From an optimization exercise on the open Yosys and OpenROAD flow, aimed at small area, a short achievable clock period and few clock cycles per item; shortcuts taken in it are not production practice.
At most, simulation tests tie the RTL to the original design; equivalence was not proved.
Power figures rest on the tool's default switching activity, not on a simulated workload.

== the baseline ==
Design accum_drain_scheduler, start of the top module:
module accum_drain_scheduler
#(
  parameter int DW        = 16,
  parameter int NUM_COLS  = 16,
  parameter int HAZ_DEPTH = ACC_PIPE_DEPTH
) (
  input  logic                       clk,
  input  logic                       rst_n,
  input  logic                       vec_valid,
  output logic                       vec_ready,
  input  logic [NUM_COLS*DW-1:0]     vec_flat,
  input  logic [NUM_COLS-1:0]        cmap,
  input  logic [NUM_COLS*OMAP_W-1:0] omap_flat,
  output logic [DW-1:0]              partial_out,
  output logic [3:0]                 col_id,
  output logic                       partial_valid,
  output logic [NUM_COLS-1:0]        cmap_out,
  output logic [NUM_COLS*OMAP_W-1:0] omap_out,
  output logic                       busy,
  output logic                       done,
  output logic [15:0]                stall_cnt
);
==> flow/config.mk <==
export PLATFORM = sky130hd
export DESIGN_NAME = accum_drain_scheduler
export DESIGN_NICKNAME = accum_drain_scheduler
export VERILOG_FILES = /design/flow/design.v
export SDC_FILE = /design/flow/constraint.sdc
export NUM_CORES = 4
export LEC_CHECK = 0
export CAP_MARGIN = 20
export CORE_MARGIN = 2
export CORE_UTILIZATION = 55
export PLACE_DENSITY = 0.7
export SETUP_SLACK_MARGIN = 3.5
export SLEW_MARGIN = 20
export TNS_END_PERCENT = 5
==> flow/constraint.sdc <==
create_clock -name core_clock -period 6.0 [get_ports {clk}]
set_input_delay 1.2000 -clock core_clock [delete_from_list [all_inputs] [get_ports {clk}]]
set_output_delay 1.2000 -clock core_clock [all_outputs]
set_load 0.01 [all_outputs]
standard.sh (not shown) runs the stock make flow with config.mk's settings and CLKGATE_MAP_FILE= SYNTH_SCRIPT=/design/flow/synth_recipe.tcl, a recipe that flattens the netlist after the stock synthesis.
==> flow/flow/run.sh <==
#!/bin/bash
# Standard layout, except:
#  - the port buffers are the platform's smallest buffer instead of the delay buffer
#    buffer_ports picks by default; repair still resizes any that need it;
#  - clock tree synthesis adds no dummy loads.
set -euo pipefail
cd "$(dirname "$0")/.."
bash standard.sh \
  BUFFER_PORTS_ARGS="-buffer_cell sky130_fd_sc_hd__buf_1" \
  CTS_ARGS="-sink_clustering_enable -repair_clock_nets -dont_use_dummy_load -sink_clustering_size 20 -sink_clustering_max_diameter 80" \
  finish > run_standard.log 2>&1
Here is what was changed in the inputs of the candidate compared with the baseline.
--- a/flow/design.v
+++ b/flow/design.v
@@ -102,21 +102,21 @@
   endfunction
   logic [NC*DW-1:0]     vec_q;
   logic [NC-1:0]        cmap_q;
   logic [NC*OMAP_W-1:0] omap_q;
   logic [NC-1:0]        pend_q, pend_d;    
   logic [NC-1:0]        nx_q, nx_d;        
   logic [NC-1:0]        nx_ab_q, nx_ab_d;  
   logic                 p_any, p_any_d;    
   logic                 c_v_q, c_v_d;
   logic                 c_old_q, c_old_d;  
-  logic [NC-1:0]        c_oh_q, c_oh_d;    
+  logic [3:0]           c_col_q, c_col_d;
   logic [TGT_W-1:0]     c_tgt_q, c_tgt_d;
   logic                 ready_q, ready_d;
   logic                 busy_q, busy_d;
   logic                 zpend_q, zpend_d;
   logic [6:0]           tok_q, tok_d;
   logic                 done_q;
   logic [DW-1:0]        out_q;
   logic [3:0]           col_q;
   logic                 pv_q;
   logic [15:0]          stall_q;
@@ -147,73 +147,73 @@
     in_rest = ((cmap & ~in_oh_q) != '0);
   end
   always_ff @(posedge clk) begin
     in_oh_q <= lowest(cmap);
   end
   logic [NC-1:0]    c_oh, n2, n2_ab, c_ab, p_rest, p_hi;
   logic [TGT_W-1:0] nx_tgt;
   logic [DW-1:0]    c_dat;
   logic             n2_any;
   always_comb begin
-    c_oh = c_oh_q;
+    for (int i = 0; i < NC; i++) c_oh[i] = (c_col_q == 4'(i));
     nx_tgt = '0;
     c_dat  = '0;
     for (int i = 0; i < NC; i++) begin
       nx_tgt = nx_tgt | ({TGT_W{nx_q[i]}} & tgt_of(omap_q[i*OMAP_W +: OMAP_W]));
       c_dat  = c_dat  | ({DW{c_oh[i]}} & vec_q[i*DW +: DW]);
     end
     n2_any = ((pend_q & ~nx_q) != '0);
     p_rest = pend_q & ~nx_q;
     p_hi   = p_rest & nx_ab_q;
     if (p_hi != '0) begin
       n2    = lowest(p_hi);
       n2_ab = pre(p_hi);
     end else begin
       n2    = lowest(p_rest);
       n2_ab = pre(p_rest);
     end
-    c_ab = pre(c_oh_q);
+    for (int i = 0; i < NC; i++) c_ab[i] = (4'(i) > c_col_q);
   end
   logic c_free, take, last_fire, zins;
   always_comb begin
     c_free    = ~c_v_q | fire;
     take      = p_any & (fire | (c_v_q & ~c_old_q & hit_young));
     last_fire = fire & (c_old_q | ~p_any);
     c_v_d   = c_v_q;
     c_old_d = c_old_q;
-    c_oh_d  = c_oh_q;
+    c_col_d = c_col_q;
     c_tgt_d = c_tgt_q;
     pend_d  = pend_q;
     nx_d    = nx_q;
     nx_ab_d = nx_ab_q;
     p_any_d = p_any;
     if (accept) begin
       if (!c_free) begin
         c_old_d = 1'b1;
         pend_d  = cmap;
         nx_d    = in_oh_q;
         nx_ab_d = pre(in_oh_q);
         p_any_d = ~in_zero;
       end else begin
         c_v_d   = ~in_zero;
         c_old_d = 1'b0;
-        c_oh_d  = in_oh_q;
+        c_col_d = enc(in_oh_q);
         c_tgt_d = in_tgt;
         pend_d  = cmap & ~in_oh_q;
         nx_d    = in_nx;
         nx_ab_d = pre(cmap & ~in_oh_q);
         p_any_d = in_rest;
       end
     end else if (take) begin
       c_v_d   = 1'b1;
       c_old_d = 1'b0;
-      c_oh_d  = nx_q;
+      c_col_d = enc(nx_q);
       c_tgt_d = nx_tgt;
       if (fire) begin
         pend_d  = pend_q & ~nx_q;
         nx_d    = n2;
         nx_ab_d = n2_ab;
         p_any_d = n2_any;
       end else begin
         pend_d = (pend_q & ~nx_q) | c_oh;
         nx_d    = n2_any ? n2 : c_oh;
         nx_ab_d = n2_any ? n2_ab : c_ab;
@@ -265,23 +265,23 @@
       ready_q <= ready_d;
       busy_q  <= busy_d;
       zpend_q <= zpend_d;
       tok_q   <= tok_d;
       done_q  <= tok_q[6];
       pv_q    <= fire;
       if (c_v_q && hit && (stall_q != 16'hFFFF)) stall_q <= stall_q + 16'd1;
     end
   end
   always_ff @(posedge clk) begin
-    c_oh_q  <= c_oh_d;
+    c_col_q <= c_col_d;
     c_tgt_q <= c_tgt_d;
-    col_q   <= enc(c_oh_q);
+    col_q   <= c_col_q;
     if (!c_old_q) out_q <= c_dat;
   end
   assign vec_ready     = ready_q;
   assign busy          = busy_q;
   assign partial_out   = out_q;
   assign col_id        = col_q;
   assign partial_valid = pv_q;
   assign done          = done_q;
   assign stall_cnt     = stall_q;
   assign cmap_out      = cmap_q;
Notes after the runs:
Taking the baseline as the reference, in the candidate initial detailed-routing violation count went up by 190; clock network power share increased 6.7 points; design area picked up an extra 320 sq um; sequential share of the synthesized area shrank by 0.28 points.
Between the candidate and the baseline, it is the candidate whose final clock skew is lower, by 0.0034 ns.
Fraction of the core area covered by cells at the end of the flow (higher): the candidate
The candidate: fraction of registers with async set or reset after synthesis higher than the baseline
The candidate against the baseline: clock network area share moved down, count of buffers not belonging to the clock network in the layout held, combined area of the multi-input logic cells saw an increase.
Testbench counts of the candidate, summed over its fixed seeds: cycles 76,207, items 3,200.
Function not checked in the baseline: the RTL went through the layout flow alone.

========
## north
accum_drain_scheduler again, from the RTL that the note above started with.
## accum_drain_scheduler
module accum_drain_scheduler
#(
  parameter int DW        = 16,
  parameter int NUM_COLS  = 16,
  parameter int HAZ_DEPTH = ACC_PIPE_DEPTH
) (
  input  logic                       clk,
  input  logic                       rst_n,
  input  logic                       vec_valid,
  output logic                       vec_ready,
  input  logic [NUM_COLS*DW-1:0]     vec_flat,
  input  logic [NUM_COLS-1:0]        cmap,
  input  logic [NUM_COLS*OMAP_W-1:0] omap_flat,
  output logic [DW-1:0]              partial_out,
  output logic [3:0]                 col_id,
  output logic                       partial_valid,
  output logic [NUM_COLS-1:0]        cmap_out,
  output logic [NUM_COLS*OMAP_W-1:0] omap_out,
  output logic                       busy,
  output logic                       done,
  output logic [15:0]                stall_cnt
);
  localparam int NC = NUM_COLS;
  function automatic logic [TGT_W-1:0] tgt_of(input logic [OMAP_W-1:0] e);
    tgt_of = {e[OMAP_SEL_MSB:OMAP_SEL_LSB], e[OMAP_ADDR_W-1:0]};
  endfunction
  function automatic logic [NC-1:0] lowest(input logic [NC-1:0] m);
    logic [NC-1:0] r;
    logic          seen;
    r = '0;
    seen = 1'b0;
    for (int i = 0; i < NC; i++) begin
      r[i] = m[i] & ~seen;
      seen = seen | m[i];
    end
    lowest = r;
  endfunction
  function automatic logic [NC-1:0] pre(input logic [NC-1:0] m);
    logic [NC-1:0] r;
    logic          seen;
    seen = 1'b0;
    for (int i = 0; i < NC; i++) begin
      r[i] = seen;
      seen = seen | m[i];
    end
    pre = r;
  endfunction
  function automatic logic [3:0] enc(input logic [NC-1:0] oh);
    logic [3:0] r;
    r = '0;
  ...
==> flow/config.mk <==
export PLATFORM = sky130hd
export DESIGN_NAME = accum_drain_scheduler
export DESIGN_NICKNAME = accum_drain_scheduler
export VERILOG_FILES = /design/flow/design.v
export SDC_FILE = /design/flow/constraint.sdc
export NUM_CORES = 4
export LEC_CHECK = 0
export CAP_MARGIN = 20
export CORE_MARGIN = 2
export CORE_UTILIZATION = 55
export PLACE_DENSITY = 0.7
export SETUP_SLACK_MARGIN = 3.3
export SLEW_MARGIN = 20
export TNS_END_PERCENT = 5
==> flow/constraint.sdc <==
create_clock -name core_clock -period 6.0 [get_ports {clk}]
set_input_delay 1.2000 -clock core_clock [delete_from_list [all_inputs] [get_ports {clk}]]
set_output_delay 1.2000 -clock core_clock [all_outputs]
set_load 0.01 [all_outputs]
Scripts as last shown in full above: flow/flow/run.sh
## Diff of input files: south against north
diff --git a/flow/design.v b/flow/design.v
--- a/flow/design.v
+++ b/flow/design.v
@@ -103,19 +103,19 @@
   logic [NC*DW-1:0]     vec_q;
   logic [NC-1:0]        cmap_q;
   logic [NC*OMAP_W-1:0] omap_q;
   logic [NC-1:0]        pend_q, pend_d;    
   logic [NC-1:0]        nx_q, nx_d;        
   logic [NC-1:0]        nx_ab_q, nx_ab_d;  
   logic                 p_any, p_any_d;    
   logic                 c_v_q, c_v_d;
   logic                 c_old_q, c_old_d;  
-  logic [NC-1:0]        c_oh_q, c_oh_d;    
+  logic [3:0]           c_col_q, c_col_d;
   logic [TGT_W-1:0]     c_tgt_q, c_tgt_d;
   logic                 ready_q, ready_d;
   logic                 busy_q, busy_d;
   logic                 zpend_q, zpend_d;
   logic [6:0]           tok_q, tok_d;
   logic                 done_q;
   logic [DW-1:0]        out_q;
   logic [3:0]           col_q;
   logic                 pv_q;
@@ -148,71 +148,71 @@
   end
   always_ff @(posedge clk) begin
     in_oh_q <= lowest(cmap);
   end
   logic [NC-1:0]    c_oh, n2, n2_ab, c_ab, p_rest, p_hi;
   logic [TGT_W-1:0] nx_tgt;
   logic [DW-1:0]    c_dat;
   logic             n2_any;
   always_comb begin
-    c_oh = c_oh_q;
+    for (int i = 0; i < NC; i++) c_oh[i] = (c_col_q == 4'(i));
     nx_tgt = '0;
     c_dat  = '0;
     for (int i = 0; i < NC; i++) begin
       nx_tgt = nx_tgt | ({TGT_W{nx_q[i]}} & tgt_of(omap_q[i*OMAP_W +: OMAP_W]));
       c_dat  = c_dat  | ({DW{c_oh[i]}} & vec_q[i*DW +: DW]);
     end
     n2_any = ((pend_q & ~nx_q) != '0);
     p_rest = pend_q & ~nx_q;
     p_hi   = p_rest & nx_ab_q;
     if (p_hi != '0) begin
       n2    = lowest(p_hi);
       n2_ab = pre(p_hi);
     end else begin
       n2    = lowest(p_rest);
       n2_ab = pre(p_rest);
     end
-    c_ab = pre(c_oh_q);
+    for (int i = 0; i < NC; i++) c_ab[i] = (4'(i) > c_col_q);
   end
   logic c_free, take, last_fire, zins;
   always_comb begin
     c_free    = ~c_v_q | fire;
     take      = p_any & (fire | (c_v_q & ~c_old_q & hit_young));
     last_fire = fire & (c_old_q | ~p_any);
     c_v_d   = c_v_q;
     c_old_d = c_old_q;
-    c_oh_d  = c_oh_q;
+    c_col_d = c_col_q;
     c_tgt_d = c_tgt_q;
     pend_d  = pend_q;
     nx_d    = nx_q;
     nx_ab_d = nx_ab_q;
     p_any_d = p_any;
     if (accept) begin
       if (!c_free) begin
         c_old_d = 1'b1;
         pend_d  = cmap;
         nx_d    = in_oh_q;
         nx_ab_d = pre(in_oh_q);
         p_any_d = ~in_zero;
       end else begin
         c_v_d   = ~in_zero;
         c_old_d = 1'b0;
-        c_oh_d  = in_oh_q;
+        c_col_d = enc(in_oh_q);
         c_tgt_d = in_tgt;
         pend_d  = cmap & ~in_oh_q;
         nx_d    = in_nx;
         nx_ab_d = pre(cmap & ~in_oh_q);
         p_any_d = in_rest;
       end
     end else if (take) begin
       c_v_d   = 1'b1;
       c_old_d = 1'b0;
-      c_oh_d  = nx_q;
+      c_col_d = enc(nx_q);
       c_tgt_d = nx_tgt;
       if (fire) begin
         pend_d  = pend_q & ~nx_q;
         nx_d    = n2;
         nx_ab_d = n2_ab;
         p_any_d = n2_any;
       end else begin
         pend_d = (pend_q & ~nx_q) | c_oh;
         nx_d    = n2_any ? n2 : c_oh;
@@ -266,21 +266,21 @@
       busy_q  <= busy_d;
       zpend_q <= zpend_d;
       tok_q   <= tok_d;
       done_q  <= tok_q[6];
       pv_q    <= fire;
       if (c_v_q && hit && (stall_q != 16'hFFFF)) stall_q <= stall_q + 16'd1;
     end
   end
   always_ff @(posedge clk) begin
-    c_oh_q  <= c_oh_d;
+    c_col_q <= c_col_d;
     c_tgt_q <= c_tgt_d;
-    col_q   <= enc(c_oh_q);
+    col_q   <= c_col_q;
     if (!c_old_q) out_q <= c_dat;
   end
   assign vec_ready     = ready_q;
   assign busy          = busy_q;
   assign partial_out   = out_q;
   assign col_id        = col_q;
   assign partial_valid = pv_q;
   assign done          = done_q;
   assign stall_cnt     = stall_q;
## What came out
Compared with north, in south via count went down; count of clock-buffer cells in the layout went down; area of all placed cells without fillers went down. Area used by multi-input combinational logic for south is higher than for north. Diff north..south | largest buffer count on any clock path | negligible. Synthesized-area fraction occupied by ao, oa, aoi and oai cells: south > north. Against north, south reports a worst ir drop on vdd that is lower. Met2 capacity usage during global routing (south over north): increase, 0.73 points. Setup WNS north -> south: worse. Re die span in y: north and south aren't equal, and the higher value belongs to north.
Testbench counts of south, summed over its fixed seeds: cycles 76,207, items 3,200.
The RTL of north was laid out without a check of its function.

========
The RTL this note starts from:
==> flow/design.v <==
package tconv_pkg;
  localparam int OMAP_W       = 14;
  localparam int OMAP_SEL_MSB = 13;
  localparam int OMAP_SEL_LSB = 10;
  localparam int OMAP_ADDR_W  = 9;
  localparam int OMAP_SEL_W   = OMAP_SEL_MSB - OMAP_SEL_LSB + 1;
  localparam int TGT_W = OMAP_SEL_W + OMAP_ADDR_W;
  localparam int ACC_PIPE_DEPTH = 6;
  typedef enum logic [1:0] {
    ST_IDLE  = 2'd0,
    ST_ISSUE = 2'd1,
    ST_DRAIN = 2'd2
  } sched_state_e;
  typedef struct packed {
    logic             valid;
    logic [TGT_W-1:0] tgt;
  } hist_entry_t;
endpackage
import tconv_pkg::*;
module hazard_window
#(
  parameter int DEPTH = ACC_PIPE_DEPTH
) (
  input  logic             clk,
  input  logic             rst_n,
  input  logic             push_valid,
  input  logic [TGT_W-1:0] push_tgt,
  input  logic [TGT_W-1:0] probe_tgt,
  output logic             hit,
  output logic             hit_young    
);
  localparam int SLOTS = DEPTH - 1;
  logic [SLOTS-1:0]            hist_v_q;
  logic [SLOTS-1:0][TGT_W-1:0] hist_t_q;
  logic [SLOTS-1:0]            match;
  always_ff @(posedge clk or negedge rst_n) begin
    if (!rst_n) hist_v_q <= '0;
    else        hist_v_q <= {hist_v_q[SLOTS-2:0], push_valid};
  end
  always_ff @(posedge clk) begin
    hist_t_q <= {hist_t_q[SLOTS-2:0], push_tgt};
  end
  always_comb begin
    for (int i = 0; i < SLOTS; i++) match[i] = hist_v_q[i] && (hist_t_q[i] == probe_tgt);
    hit       = |match;
    hit_young = |match[SLOTS-2:0];
  end
endmodule
import tconv_pkg::*;
module accum_drain_scheduler
#(
  parameter int DW        = 16,
  parameter int NUM_COLS  = 16,
  parameter int HAZ_DEPTH = ACC_PIPE_DEPTH
) (
  input  logic                       clk,
  input  logic                       rst_n,
  input  logic                       vec_valid,
  output logic                       vec_ready,
  input  logic [NUM_COLS*DW-1:0]     vec_flat,
  input  logic [NUM_COLS-1:0]        cmap,
  input  logic [NUM_COLS*OMAP_W-1:0] omap_flat,
  output logic [DW-1:0]              partial_out,
  output logic [3:0]                 col_id,
  output logic                       partial_valid,
  output logic [NUM_COLS-1:0]        cmap_out,
  output logic [NUM_COLS*OMAP_W-1:0] omap_out,
  output logic                       busy,
  output logic                       done,
  output logic [15:0]                stall_cnt
);
  localparam int NC = NUM_COLS;
  function automatic logic [TGT_W-1:0] tgt_of(input logic [OMAP_W-1:0] e);
    tgt_of = {e[OMAP_SEL_MSB:OMAP_SEL_LSB], e[OMAP_ADDR_W-1:0]};
  endfunction
  function automatic logic [NC-1:0] lowest(input logic [NC-1:0] m);
    logic [NC-1:0] r;
    logic          seen;
    r = '0;
    seen = 1'b0;
    for (int i = 0; i < NC; i++) begin
      r[i] = m[i] & ~seen;
      seen = seen | m[i];
    end
    lowest = r;
  endfunction
  function automatic logic [NC-1:0] pre(input logic [NC-1:0] m);
    logic [NC-1:0] r;
    logic          seen;
    seen = 1'b0;
    for (int i = 0; i < NC; i++) begin
      r[i] = seen;
      seen = seen | m[i];
    end
    pre = r;
  endfunction
  function automatic logic [3:0] enc(input logic [NC-1:0] oh);
    logic [3:0] r;
    r = '0;
    for (int i = 0; i < NC; i++) if (oh[i]) r = r | 4'(i);
    enc = r;
  endfunction
  logic [NC*DW-1:0]     vec_q;
  logic [NC-1:0]        cmap_q;
  logic [NC*OMAP_W-1:0] omap_q;
  logic [NC-1:0]        pend_q, pend_d;    
  logic [NC-1:0]        nx_q, nx_d;        
  logic [NC-1:0]        nx_ab_q, nx_ab_d;  
  logic                 p_any, p_any_d;    
  logic                 c_v_q, c_v_d;
  logic                 c_old_q, c_old_d;  
  logic [3:0]           c_col_q, c_col_d;
  logic [TGT_W-1:0]     c_tgt_q, c_tgt_d;
  logic                 ready_q, ready_d;
  logic                 busy_q, busy_d;
  logic                 zpend_q, zpend_d;
  logic [6:0]           tok_q, tok_d;
  logic                 done_q;
  logic [DW-1:0]        out_q;
  logic [3:0]           col_q;
  logic                 pv_q;
  logic [15:0]          stall_q;
  logic hit, hit_young, fire, accept;
  hazard_window #(
    .DEPTH (HAZ_DEPTH)
  ) u_hazard_window (
    .clk        (clk),
    .rst_n      (rst_n),
    .push_valid (fire),
    .push_tgt   (c_tgt_q),
    .probe_tgt  (c_tgt_q),
    .hit        (hit),
    .hit_young  (hit_young)
  );
  assign fire   = c_v_q & ~hit;
  assign accept = ready_q & vec_valid;
  logic [NC-1:0]    in_oh_q, in_nx;
  logic [TGT_W-1:0] in_tgt;
  logic             in_zero, in_rest;
  always_comb begin
    in_tgt = '0;
    for (int i = 0; i < NC; i++) begin
      in_tgt = in_tgt | ({TGT_W{in_oh_q[i]}} & tgt_of(omap_flat[i*OMAP_W +: OMAP_W]));
    end
    in_zero = (in_oh_q == '0);
    in_nx   = lowest(cmap & ~in_oh_q);
    in_rest = ((cmap & ~in_oh_q) != '0);
  end
  always_ff @(posedge clk) begin
    in_oh_q <= lowest(cmap);
  end
  logic [NC-1:0]    c_oh, n2, n2_ab, c_ab, p_rest, p_hi;
  logic [TGT_W-1:0] nx_tgt;
  logic [DW-1:0]    c_dat;
  logic             n2_any;
  always_comb begin
    for (int i = 0; i < NC; i++) c_oh[i] = (c_col_q == 4'(i));
    nx_tgt = '0;
    c_dat  = '0;
    for (int i = 0; i < NC; i++) begin
      nx_tgt = nx_tgt | ({TGT_W{nx_q[i]}} & tgt_of(omap_q[i*OMAP_W +: OMAP_W]));
      c_dat  = c_dat  | ({DW{c_oh[i]}} & vec_q[i*DW +: DW]);
    end
    n2_any = ((pend_q & ~nx_q) != '0);
    p_rest = pend_q & ~nx_q;
    p_hi   = p_rest & nx_ab_q;
    if (p_hi != '0) begin
      n2    = lowest(p_hi);
      n2_ab = pre(p_hi);
    end else begin
      n2    = lowest(p_rest);
      n2_ab = pre(p_rest);
    end
    for (int i = 0; i < NC; i++) c_ab[i] = (4'(i) > c_col_q);
  end
  logic c_free, take, last_fire, zins;
  always_comb begin
    c_free    = ~c_v_q | fire;
    take      = p_any & (fire | (c_v_q & ~c_old_q & hit_young));
    last_fire = fire & (c_old_q | ~p_any);
    c_v_d   = c_v_q;
    c_old_d = c_old_q;
    c_col_d = c_col_q;
    c_tgt_d = c_tgt_q;
    pend_d  = pend_q;
    nx_d    = nx_q;
    nx_ab_d = nx_ab_q;
    p_any_d = p_any;
    if (ready_q) begin
      if (!c_free) begin
        c_old_d = accept | c_old_q;
        if (accept) begin
          pend_d  = cmap;
          nx_d    = in_oh_q;
          nx_ab_d = pre(in_oh_q);
          p_any_d = ~in_zero;
        end
      end else begin
        c_v_d   = accept & ~in_zero;
        c_old_d = 1'b0;
        c_col_d = enc(in_oh_q);
        c_tgt_d = in_tgt;
        if (accept) begin
          pend_d  = cmap & ~in_oh_q;
          nx_d    = in_nx;
          nx_ab_d = pre(cmap & ~in_oh_q);
          p_any_d = in_rest;
        end
      end
    end else if (take) begin
      c_v_d   = 1'b1;
      c_old_d = 1'b0;
      c_col_d = enc(nx_q);
      c_tgt_d = nx_tgt;
      if (fire) begin
        pend_d  = pend_q & ~nx_q;
        nx_d    = n2;
        nx_ab_d = n2_ab;
        p_any_d = n2_any;
      end else begin
        pend_d = (pend_q & ~nx_q) | c_oh;
        nx_d    = n2_any ? n2 : c_oh;
        nx_ab_d = n2_any ? n2_ab : c_ab;
      end
    end else if (fire) begin
      c_v_d   = 1'b0;
      c_old_d = 1'b0;
    end
    zins    = (accept & in_zero & ~c_v_q) | (zpend_q & ~c_v_q);
    zpend_d = zpend_q ? c_v_q : (accept & in_zero & c_v_q);
    tok_d   = {tok_q[5:0], last_fire | zins};
    busy_d  = c_v_d | zpend_d | (tok_d != '0);
    ready_d = vec_valid & ~accept & ~zpend_d & (~p_any | (fire & ~n2_any));
  end
  always_ff @(posedge clk or negedge rst_n) begin
    if (!rst_n) begin
      cmap_q  <= '0;
      omap_q  <= '0;
    end else if (accept) begin
      cmap_q  <= cmap;
      omap_q  <= omap_flat;
    end
  end
  always_ff @(posedge clk) begin
    if (ready_q) vec_q <= vec_flat;
  end
  always_ff @(posedge clk or negedge rst_n) begin
    if (!rst_n) begin
      pend_q  <= '0;
      nx_q    <= '0;
      nx_ab_q <= '0;
      p_any   <= 1'b0;
      c_v_q   <= 1'b0;
      c_old_q <= 1'b0;
      ready_q <= 1'b0;
      busy_q  <= 1'b0;
      zpend_q <= 1'b0;
      tok_q   <= '0;
      done_q  <= 1'b0;
      pv_q    <= 1'b0;
      stall_q <= '0;
    end else begin
      pend_q  <= pend_d;
      nx_q    <= nx_d;
      nx_ab_q <= nx_ab_d;
      p_any   <= p_any_d;
      c_v_q   <= c_v_d;
      c_old_q <= c_old_d;
      ready_q <= ready_d;
      busy_q  <= busy_d;
      zpend_q <= zpend_d;
      tok_q   <= tok_d;
      done_q  <= tok_q[6];
      pv_q    <= fire;
      if (c_v_q && hit && (stall_q != 16'hFFFF)) stall_q <= stall_q + 16'd1;
    end
  end
  always_ff @(posedge clk) begin
    c_col_q <= c_col_d;
    c_tgt_q <= c_tgt_d;
    col_q   <= c_col_q;
    if (!c_old_q) out_q <= c_dat;
  end
  assign vec_ready     = ready_q;
  assign busy          = busy_q;
  assign partial_out   = out_q;
  assign col_id        = col_q;
  assign partial_valid = pv_q;
  assign done          = done_q;
  assign stall_cnt     = stall_q;
  assign cmap_out      = cmap_q;
  assign omap_out      = omap_q;
endmodule
Settings: LEC_CHECK=0, CAP_MARGIN=20, CORE_MARGIN=2, CORE_UTILIZATION=55, PLACE_DENSITY=0.7, SETUP_SLACK_MARGIN=3.3, SLEW_MARGIN=20, TNS_END_PERCENT=5; clock period 6.0 ns.
Scripts as last shown in full above: flow/flow/run.sh
Rerun with:
--- a/flow/design.v
+++ b/flow/design.v
@@ -106,13 +106,13 @@
   logic [NC-1:0]        pend_q, pend_d;    
   logic [NC-1:0]        nx_q, nx_d;        
   logic [NC-1:0]        nx_ab_q, nx_ab_d;  
   logic                 p_any, p_any_d;    
   logic                 c_v_q, c_v_d;
   logic                 c_old_q, c_old_d;  
-  logic [3:0]           c_col_q, c_col_d;
+  logic [NC-1:0]        c_oh_q, c_oh_d;    
   logic [TGT_W-1:0]     c_tgt_q, c_tgt_d;
   logic                 ready_q, ready_d;
   logic                 busy_q, busy_d;
   logic                 zpend_q, zpend_d;
   logic [6:0]           tok_q, tok_d;
   logic                 done_q;
@@ -146,18 +146,18 @@
     in_nx   = lowest(cmap & ~in_oh_q);
     in_rest = ((cmap & ~in_oh_q) != '0);
   end
   always_ff @(posedge clk) begin
     in_oh_q <= lowest(cmap);
   end
-  logic [NC-1:0]    c_oh, n2, n2_ab, c_ab, p_rest, p_hi;
+  logic [NC-1:0]    c_oh, n2, n2_ab, p_rest, p_hi;
   logic [TGT_W-1:0] nx_tgt;
   logic [DW-1:0]    c_dat;
   logic             n2_any;
   always_comb begin
-    for (int i = 0; i < NC; i++) c_oh[i] = (c_col_q == 4'(i));
+    c_oh = c_oh_q;
     nx_tgt = '0;
     c_dat  = '0;
     for (int i = 0; i < NC; i++) begin
       nx_tgt = nx_tgt | ({TGT_W{nx_q[i]}} & tgt_of(omap_q[i*OMAP_W +: OMAP_W]));
       c_dat  = c_dat  | ({DW{c_oh[i]}} & vec_q[i*DW +: DW]);
     end
@@ -168,62 +168,62 @@
       n2    = lowest(p_hi);
       n2_ab = pre(p_hi);
     end else begin
       n2    = lowest(p_rest);
       n2_ab = pre(p_rest);
     end
-    for (int i = 0; i < NC; i++) c_ab[i] = (4'(i) > c_col_q);
   end
   logic c_free, take, last_fire, zins;
   always_comb begin
     c_free    = ~c_v_q | fire;
     take      = p_any & (fire | (c_v_q & ~c_old_q & hit_young));
     last_fire = fire & (c_old_q | ~p_any);
     c_v_d   = c_v_q;
     c_old_d = c_old_q;
-    c_col_d = c_col_q;
+    c_oh_d  = c_oh_q;
     c_tgt_d = c_tgt_q;
     pend_d  = pend_q;
     nx_d    = nx_q;
     nx_ab_d = nx_ab_q;
     p_any_d = p_any;
     if (ready_q) begin
       if (!c_free) begin
         c_old_d = accept | c_old_q;
-        if (accept) begin
+      end else begin
+        c_v_d   = accept & ~in_zero;
+        c_old_d = 1'b0;
+        c_oh_d  = in_oh_q;
+        c_tgt_d = in_tgt;
+      end
+      if (accept) begin
+        if (!c_free) begin
           pend_d  = cmap;
           nx_d    = in_oh_q;
           nx_ab_d = pre(in_oh_q);
           p_any_d = ~in_zero;
-        end
-      end else begin
-        c_v_d   = accept & ~in_zero;
-        c_old_d = 1'b0;
-        c_col_d = enc(in_oh_q);
-        c_tgt_d = in_tgt;
-        if (accept) begin
+        end else begin
           pend_d  = cmap & ~in_oh_q;
           nx_d    = in_nx;
           nx_ab_d = pre(cmap & ~in_oh_q);
           p_any_d = in_rest;
         end
       end
     end else if (take) begin
       c_v_d   = 1'b1;
       c_old_d = 1'b0;
-      c_col_d = enc(nx_q);
+      c_oh_d  = nx_q;
       c_tgt_d = nx_tgt;
       if (fire) begin
         pend_d  = pend_q & ~nx_q;
         nx_d    = n2;
         nx_ab_d = n2_ab;
         p_any_d = n2_any;
       end else begin
-        pend_d = (pend_q & ~nx_q) | c_oh;
+        pend_d  = (pend_q & ~nx_q) | c_oh;
         nx_d    = n2_any ? n2 : c_oh;
-        nx_ab_d = n2_any ? n2_ab : c_ab;
+        nx_ab_d = n2_ab;
       end
     end else if (fire) begin
       c_v_d   = 1'b0;
       c_old_d = 1'b0;
     end
     zins    = (accept & in_zero & ~c_v_q) | (zpend_q & ~c_v_q);
@@ -239,13 +239,13 @@
     end else if (accept) begin
       cmap_q  <= cmap;
       omap_q  <= omap_flat;
     end
   end
   always_ff @(posedge clk) begin
-    if (ready_q) vec_q <= vec_flat;
+    if (accept) vec_q <= vec_flat;
   end
   always_ff @(posedge clk or negedge rst_n) begin
     if (!rst_n) begin
       pend_q  <= '0;
       nx_q    <= '0;
       nx_ab_q <= '0;
@@ -273,15 +273,15 @@
       done_q  <= tok_q[6];
       pv_q    <= fire;
       if (c_v_q && hit && (stall_q != 16'hFFFF)) stall_q <= stall_q + 16'd1;
     end
   end
   always_ff @(posedge clk) begin
-    c_col_q <= c_col_d;
+    c_oh_q  <= c_oh_d;
     c_tgt_q <= c_tgt_d;
-    col_q   <= c_col_q;
+    col_q   <= enc(c_oh_q);
     if (!c_old_q) out_q <= c_dat;
   end
   assign vec_ready     = ready_q;
   assign busy          = busy_q;
   assign partial_out   = out_q;
   assign col_id        = col_q;
What happened:
- The new run went through all stages and came out clean
- utilization drops by 1.3 points
- total power came out lower by about 2.6%
- final area climbs by about 0.4%
- final cell count increases by about 0.6%
- global-route usage goes up by 3.9 points
- synthesized area climbs by about 2.3%
- worst hold slack barely changes
No functional check of the RTL was part of any run of this note.

what the ideal ports hide:
The results above use ideal ports. As a check the final layouts listed here were re-extracted and re-timed, cells and wires unchanged. Step 1, drivers: a clkbuf_16 drives clk and a buf_2 each remaining input, both assumed. Step 2 adds t to the input delays and takes it off the output delays; t is the mean of the earliest and latest rising clock arrival at the registers after step 1. Input paths then give back, and output paths get back, about the clock's delay inside the block. Three values: ideal ports, drivers, drivers and shift; two values: the first two.
run | shift t [ns] | setup WS [ns] | worst setup path after step 2 | worst slew at a driven data input, ns
the baseline | 0.661 | 3.120 / 3.120 / 2.592 | input to register | 0.30
the candidate | 0.651 | 3.185 / 3.185 / 2.592 | input to register | 0.13
north | 0.666 | 3.109 / 3.109 / 2.493 | input to register | 0.16
south | 0.649 | 3.079 / 3.079 / 2.515 | input to register | 0.15
the first run of note 3 | 0.649 | 3.047 / 3.047 / 2.686 | input to register | 0.16
the second run of note 3 | 0.653 | 3.013 / 3.013 / 2.515 | input to register | 0.22
After both steps setup and hold are still met in every run listed. The setup slack of north, which loses most, moves by 0.000 ns with the drivers and by -0.616 ns with both steps.
